Source: an optimization exercise on an open RTL-to-GDS flow (aim: small area). Production flows keep margins and buffers that such runs may drop. Function was checked by simulation only, so behaviour that the tests miss may differ from the original.

==> 09-04 <==
// fir_filter
module fir_filter (
    input  logic        clk,
    input  logic        rst_n,
    input  logic        wb_cyc,
    input  logic        wb_stb,
    input  logic        wb_we,
    input  logic [3:0]  wb_adr,
    input  logic [15:0] wb_dat_w,
    output logic        wb_ack,
    output logic [15:0] wb_dat_r,
    input  logic [8:0]  sample,
    input  logic        sample_valid,
    output logic [20:0] out,
    output logic        out_valid
);
Settings: LEC_CHECK=0, CAP_MARGIN=20, CORE_MARGIN=2, CORE_UTILIZATION=50, CTS_BUF_LIST=sky130_fd_sc_hd__clkbuf_16, CTS_CLUSTER_DIAMETER=100, CTS_CLUSTER_SIZE=25, GPL_TIMING_DRIVEN=0, PLACE_DENSITY=0.65, SETUP_SLACK_MARGIN=0.2, SLEW_MARGIN=20, SYNTH_HIERARCHICAL=1, SYNTH_MINIMUM_KEEP_SIZE=0; clock period 8.0 ns.
standard.sh (not shown) runs the stock make flow with config.mk's settings and CLKGATE_MAP_FILE= SYNTH_SCRIPT=/design/flow/synth_recipe.tcl, a recipe that flattens the netlist after the stock synthesis.
==> flow/flow/run.sh <==
#!/bin/bash
# The standard layout, with every port buffered by the smallest buffer cell
# instead of the one buffer_ports picks by default.
set -o pipefail
cp standard.sh standard.sh.txt
export BUFFER_PORTS_ARGS="-buffer_cell sky130_fd_sc_hd__buf_1"
bash standard.sh > standard.log 2>&1
==> 08-07 (differences from 09-04) <==
--- a/flow/design.v
+++ b/flow/design.v
@@ -2214,52 +2214,52 @@
         r1_6 <= n1574;
         r1_7 <= n1576;
         r1_8 <= n1037;
         r1_9 <= n1114;
         r1_10 <= n1577;
-        r1_11 <= n1115;
-        r1_12 <= n1194;
+        r1_11 <= n1194;
+        r1_12 <= n1115;
         r1_13 <= n1196;
-        r1_14 <= n1197;
-        r1_15 <= n1270;
-        r1_16 <= n1272;
+        r1_14 <= n1270;
+        r1_15 <= n1272;
+        r1_16 <= n1197;
         r1_17 <= n1274;
-        r1_18 <= n1273;
-        r1_19 <= n1275;
-        r1_20 <= n1340;
+        r1_18 <= n1340;
+        r1_19 <= n1273;
+        r1_20 <= n1275;
         r1_21 <= n1342;
         r1_22 <= n1344;
-        r1_23 <= n1343;
-        r1_24 <= n1345;
-        r1_25 <= n1400;
+        r1_23 <= n1400;
+        r1_24 <= n1343;
+        r1_25 <= n1345;
         r1_26 <= n1402;
         r1_27 <= n1404;
-        r1_28 <= n1403;
-        r1_29 <= n1405;
-        r1_30 <= n1450;
-        r1_31 <= n1452;
+        r1_28 <= n1450;
+        r1_29 <= n1403;
+        r1_30 <= n1452;
+        r1_31 <= n1405;
         r1_32 <= n1454;
-        r1_33 <= n1453;
-        r1_34 <= n1455;
-        r1_35 <= n1490;
-        r1_36 <= n1492;
+        r1_33 <= n1490;
+        r1_34 <= n1453;
+        r1_35 <= n1492;
+        r1_36 <= n1455;
         r1_37 <= n1494;
-        r1_38 <= n1493;
-        r1_39 <= n1495;
-        r1_40 <= n1520;
-        r1_41 <= n1522;
+        r1_38 <= n1520;
+        r1_39 <= n1493;
+        r1_40 <= n1522;
+        r1_41 <= n1495;
         r1_42 <= n1524;
         r1_43 <= n1525;
         r1_44 <= n1544;
         r1_45 <= n1546;
         r1_46 <= n1545;
-        r1_47 <= n1547;
-        r1_48 <= n1556;
+        r1_47 <= n1556;
+        r1_48 <= n1547;
         r1_49 <= n1558;
         r1_50 <= n1557;
-        r1_51 <= n1559;
-        r1_52 <= n1562;
+        r1_51 <= n1562;
+        r1_52 <= n1559;
         r1_53 <= n1561;
         r1_54 <= n1563;
     end
     wire n1580, n1581;
     fir_fa u_n1580 (.a(r1_8), .b(r1_9), .c(r1_10), .s(n1580), .co(n1581));
==> flow/run.sh (new file) <==
#!/bin/bash
# synth_recipe.tcl (not shown) runs the flow's synth.tcl, then flattens the netlist and writes it again
# the make line also repeats each setting of config.mk as NAME=value (left out here)
make -C /OpenROAD-flow-scripts/flow DESIGN_CONFIG=/design/flow/config.mk WORK_HOME=/design/flow/orfs CLKGATE_MAP_FILE= SYNTH_SCRIPT=/design/flow/synth_recipe.tcl finish
- CORE_UTILIZATION: 50 -> 55
- CTS_BUF_LIST: sky130_fd_sc_hd__clkbuf_16 -> sky130_fd_sc_hd__clkbuf_8
- CTS_CLUSTER_DIAMETER: 100 -> 60
- CTS_CLUSTER_SIZE: 25 -> 12
- PLACE_DENSITY: 0.65 -> 0.7
- SETUP_SLACK_MARGIN: 0.2 -> default
removed: flow/flow/run.sh
removed: flow/standard.sh
==> qor summary <==
item	09-04	08-07
Result of the run	finished clean	finished clean
Hold_ws	0.359 ns	0.365 ns
Final antenna diode count	0	1
CP Launch Point	c2[0]$_DFFE_PN0P_	c6[0]$_DFFE_PN0P_
Die Wd	228 µm	217 µm
Maximum number of pins on one net before global-route repair	36	94
Measured slew at the worst slew-check pin	1.20 ns	1.32 ns
WHS Endpoint	out[7]$_DFF_P_	out[6]$_DFF_P_
Routed wire length on met3	11400 µm	11600 µm
Post-DP HPWL	81700 µm	78100 µm
Count of inserted tapcells	664	600
Flop-to-flop setup slack	0.29 ns	0.18 ns
Area of all placed cells without fillers	26700 µm²	26900 µm²
Met3 track utilization from global routing	7.43%	7.94%
Gr usage total	40.1%	41.3%
Non-filler instance count after layout	2586	2540
Setup Slack @ Placement	0.319 ns	0.394 ns
First-pass GRT wire length	147000 µm	141000 µm

==> amber: inputs <==
fir_filter again, from the RTL that the note above started with.
Design fir_filter, start of the top module:
module fir_filter (
    input  logic        clk,
    input  logic        rst_n,
    input  logic        wb_cyc,
    input  logic        wb_stb,
    input  logic        wb_we,
    input  logic [3:0]  wb_adr,
    input  logic [15:0] wb_dat_w,
    output logic        wb_ack,
    output logic [15:0] wb_dat_r,
    input  logic [8:0]  sample,
    input  logic        sample_valid,
    output logic [20:0] out,
    output logic        out_valid
);
export LEC_CHECK = 0
export CAP_MARGIN = 20
export CORE_MARGIN = 2
export CORE_UTILIZATION = 50
export CTS_BUF_LIST = sky130_fd_sc_hd__clkbuf_16
export CTS_CLUSTER_DIAMETER = 110
export CTS_CLUSTER_SIZE = 30
export GPL_TIMING_DRIVEN = 0
export PLACE_DENSITY = 0.65
export SETUP_SLACK_MARGIN = 0.2
export SLEW_MARGIN = 20
export SYNTH_HIERARCHICAL = 1
export SYNTH_MINIMUM_KEEP_SIZE = 0
create_clock -name core_clock -period 8.0 [get_ports {clk}]
==> flow/flow/run.sh <==
#!/bin/bash
# The standard layout, with every port buffered by the smallest buffer cell
# instead of the one buffer_ports picks by default.
set -o pipefail
cp standard.sh standard.sh.txt
export BUFFER_PORTS_ARGS="-buffer_cell sky130_fd_sc_hd__buf_1"
bash standard.sh > standard.log 2>&1
==> garnet: changes against amber <==
--- a/flow/design.v
+++ b/flow/design.v
@@ -2213,54 +2213,54 @@
         r1_5 <= n1572;
         r1_6 <= n1574;
         r1_7 <= n1576;
         r1_8 <= n1037;
         r1_9 <= n1114;
         r1_10 <= n1577;
-        r1_11 <= n1115;
-        r1_12 <= n1194;
+        r1_11 <= n1194;
+        r1_12 <= n1115;
         r1_13 <= n1196;
-        r1_14 <= n1197;
-        r1_15 <= n1270;
-        r1_16 <= n1272;
+        r1_14 <= n1270;
+        r1_15 <= n1272;
+        r1_16 <= n1197;
         r1_17 <= n1274;
-        r1_18 <= n1273;
-        r1_19 <= n1275;
-        r1_20 <= n1340;
+        r1_18 <= n1340;
+        r1_19 <= n1273;
+        r1_20 <= n1275;
         r1_21 <= n1342;
         r1_22 <= n1344;
-        r1_23 <= n1343;
-        r1_24 <= n1345;
-        r1_25 <= n1400;
+        r1_23 <= n1400;
+        r1_24 <= n1343;
+        r1_25 <= n1345;
         r1_26 <= n1402;
         r1_27 <= n1404;
-        r1_28 <= n1403;
-        r1_29 <= n1405;
-        r1_30 <= n1450;
-        r1_31 <= n1452;
+        r1_28 <= n1450;
+        r1_29 <= n1403;
+        r1_30 <= n1452;
+        r1_31 <= n1405;
         r1_32 <= n1454;
-        r1_33 <= n1453;
-        r1_34 <= n1455;
-        r1_35 <= n1490;
-        r1_36 <= n1492;
+        r1_33 <= n1490;
+        r1_34 <= n1453;
+        r1_35 <= n1492;
+        r1_36 <= n1455;
         r1_37 <= n1494;
-        r1_38 <= n1493;
-        r1_39 <= n1495;
-        r1_40 <= n1520;
-        r1_41 <= n1522;
+        r1_38 <= n1520;
+        r1_39 <= n1493;
+        r1_40 <= n1522;
+        r1_41 <= n1495;
         r1_42 <= n1524;
         r1_43 <= n1525;
         r1_44 <= n1544;
         r1_45 <= n1546;
         r1_46 <= n1545;
-        r1_47 <= n1547;
-        r1_48 <= n1556;
+        r1_47 <= n1556;
+        r1_48 <= n1547;
         r1_49 <= n1558;
         r1_50 <= n1557;
-        r1_51 <= n1559;
-        r1_52 <= n1562;
+        r1_51 <= n1562;
+        r1_52 <= n1559;
         r1_53 <= n1561;
         r1_54 <= n1563;
     end
     wire n1580, n1581;
     fir_fa u_n1580 (.a(r1_8), .b(r1_9), .c(r1_10), .s(n1580), .co(n1581));
     wire n1582, n1583;
==> flow/run.sh (new file) <==
#!/bin/bash
# synth_recipe.tcl (not shown) runs the flow's synth.tcl, then flattens the netlist and writes it again
# the make line also repeats each setting of config.mk as NAME=value (left out here)
make -C /OpenROAD-flow-scripts/flow DESIGN_CONFIG=/design/flow/config.mk WORK_HOME=/design/flow/orfs CLKGATE_MAP_FILE= SYNTH_SCRIPT=/design/flow/synth_recipe.tcl finish
CORE_UTILIZATION = 55   (was 50)
CTS_BUF_LIST = unset   (was sky130_fd_sc_hd__clkbuf_16)
CTS_CLUSTER_DIAMETER = unset   (was 110)
CTS_CLUSTER_SIZE = unset   (was 30)
PLACE_DENSITY = 0.7   (was 0.65)
SETUP_SLACK_MARGIN = unset   (was 0.2)
removed: flow/flow/run.sh
removed: flow/standard.sh
==> fjord: changes against amber <==
--- a/flow/design.v
+++ b/flow/design.v
@@ -2213,54 +2213,54 @@
         r1_5 <= n1572;
         r1_6 <= n1574;
         r1_7 <= n1576;
         r1_8 <= n1037;
         r1_9 <= n1114;
         r1_10 <= n1577;
-        r1_11 <= n1115;
-        r1_12 <= n1194;
+        r1_11 <= n1194;
+        r1_12 <= n1115;
         r1_13 <= n1196;
-        r1_14 <= n1197;
-        r1_15 <= n1270;
-        r1_16 <= n1272;
+        r1_14 <= n1270;
+        r1_15 <= n1272;
+        r1_16 <= n1197;
         r1_17 <= n1274;
-        r1_18 <= n1273;
-        r1_19 <= n1275;
-        r1_20 <= n1340;
+        r1_18 <= n1340;
+        r1_19 <= n1273;
+        r1_20 <= n1275;
         r1_21 <= n1342;
         r1_22 <= n1344;
-        r1_23 <= n1343;
-        r1_24 <= n1345;
-        r1_25 <= n1400;
+        r1_23 <= n1400;
+        r1_24 <= n1343;
+        r1_25 <= n1345;
         r1_26 <= n1402;
         r1_27 <= n1404;
-        r1_28 <= n1403;
-        r1_29 <= n1405;
-        r1_30 <= n1450;
-        r1_31 <= n1452;
+        r1_28 <= n1450;
+        r1_29 <= n1403;
+        r1_30 <= n1452;
+        r1_31 <= n1405;
         r1_32 <= n1454;
-        r1_33 <= n1453;
-        r1_34 <= n1455;
-        r1_35 <= n1490;
-        r1_36 <= n1492;
+        r1_33 <= n1490;
+        r1_34 <= n1453;
+        r1_35 <= n1492;
+        r1_36 <= n1455;
         r1_37 <= n1494;
-        r1_38 <= n1493;
-        r1_39 <= n1495;
-        r1_40 <= n1520;
-        r1_41 <= n1522;
+        r1_38 <= n1520;
+        r1_39 <= n1493;
+        r1_40 <= n1522;
+        r1_41 <= n1495;
         r1_42 <= n1524;
         r1_43 <= n1525;
         r1_44 <= n1544;
         r1_45 <= n1546;
         r1_46 <= n1545;
-        r1_47 <= n1547;
-        r1_48 <= n1556;
+        r1_47 <= n1556;
+        r1_48 <= n1547;
         r1_49 <= n1558;
         r1_50 <= n1557;
-        r1_51 <= n1559;
-        r1_52 <= n1562;
+        r1_51 <= n1562;
+        r1_52 <= n1559;
         r1_53 <= n1561;
         r1_54 <= n1563;
     end
     wire n1580, n1581;
     fir_fa u_n1580 (.a(r1_8), .b(r1_9), .c(r1_10), .s(n1580), .co(n1581));
     wire n1582, n1583;
CORE_UTILIZATION = 55   (was 50)
CTS_BUF_LIST = sky130_fd_sc_hd__clkbuf_8   (was sky130_fd_sc_hd__clkbuf_16)
CTS_CLUSTER_DIAMETER = 60   (was 110)
CTS_CLUSTER_SIZE = 12   (was 30)
PLACE_DENSITY = 0.7   (was 0.65)
SETUP_SLACK_MARGIN = unset   (was 0.2)
==> reports/qor.txt <==
status -> finished clean
design area -> 26600 sq um
pre-CTS setup slack -> 319.3 ps
Well-Tap Cells -> 664
Setup Skew -> 23.76 ps
clk slew on worst S/H paths -> 120 ps
CTS buffer count -> 13
Post-Route M1 WL -> 35690 um
bufs w/o clock -> 111
(the above is from amber)
==> reports/qor.txt <==
Well-Tap Cells -> 600
design area -> 26540 sq um
status -> finished clean
bufs w/o clock -> 108
Setup Skew -> 14.95 ps
pre-CTS setup slack -> 472.3 ps
clk slew on worst S/H paths -> 80 ps
(the above is from fjord)
==> reports/qor.txt <==
pre-CTS setup slack -> 393.9 ps
max-slew violations -> 0
design area -> 27360 sq um
Post-Route M1 WL -> 33650 um
status -> finished clean
met3 routed WL -> 11730 um
Setup Skew -> 14.22 ps
clk slew on worst S/H paths -> 60 ps
Well-Tap Cells -> 600
Post-synth top cells -> fa_1, a222oi_1, dfrtp_1, mux2_2, inv_1
GRT busiest layer -> met2
crit path cell chain -> ha_1, fa_1, fa_1, fa_1, fa_1, fa_1, fa_1, a222oi_1, fa_1, fa_1, fa_1, fa_1, fa_1, fa_1, fa_1
(the above is from garnet)

## port drivers added, routing unchanged
The flow's constraints put no driver on any port. The routed layouts listed below were extracted and timed again, unchanged, in two steps.
Step 1 assumes that a clkbuf_16 drives the clock port and a buf_2 every other input.
Step 2, shift: input delay + t, output delay - t, t = (earliest + latest rising clock arrival at the registers) / 2. This alone moves slack from input paths to output paths.
Three values: ideal ports, drivers, drivers and shift; two values: the first two.
run | t (ns) | setup WS [ns] | hold slack, ns | worst setup path after step 2
09-04 | 0.599 | 0.291 / 0.291 / 0.291 | 0.359 / 0.359 / 0.359 | register to register
08-07 | 0.696 | 0.184 / 0.184 / 0.184 | 0.365 / 0.365 / 0.365 | register to register
amber | 0.603 | 0.256 / 0.256 / 0.256 | 0.364 / 0.364 / 0.364 | register to register
garnet | 0.649 | 0.154 / 0.154 / 0.154 | 0.359 / 0.359 / 0.359 | register to register
fjord | 0.679 | 0.288 / 0.288 / 0.288 | 0.358 / 0.358 / 0.358 | register to register
After both steps setup and hold are still met in every run listed.
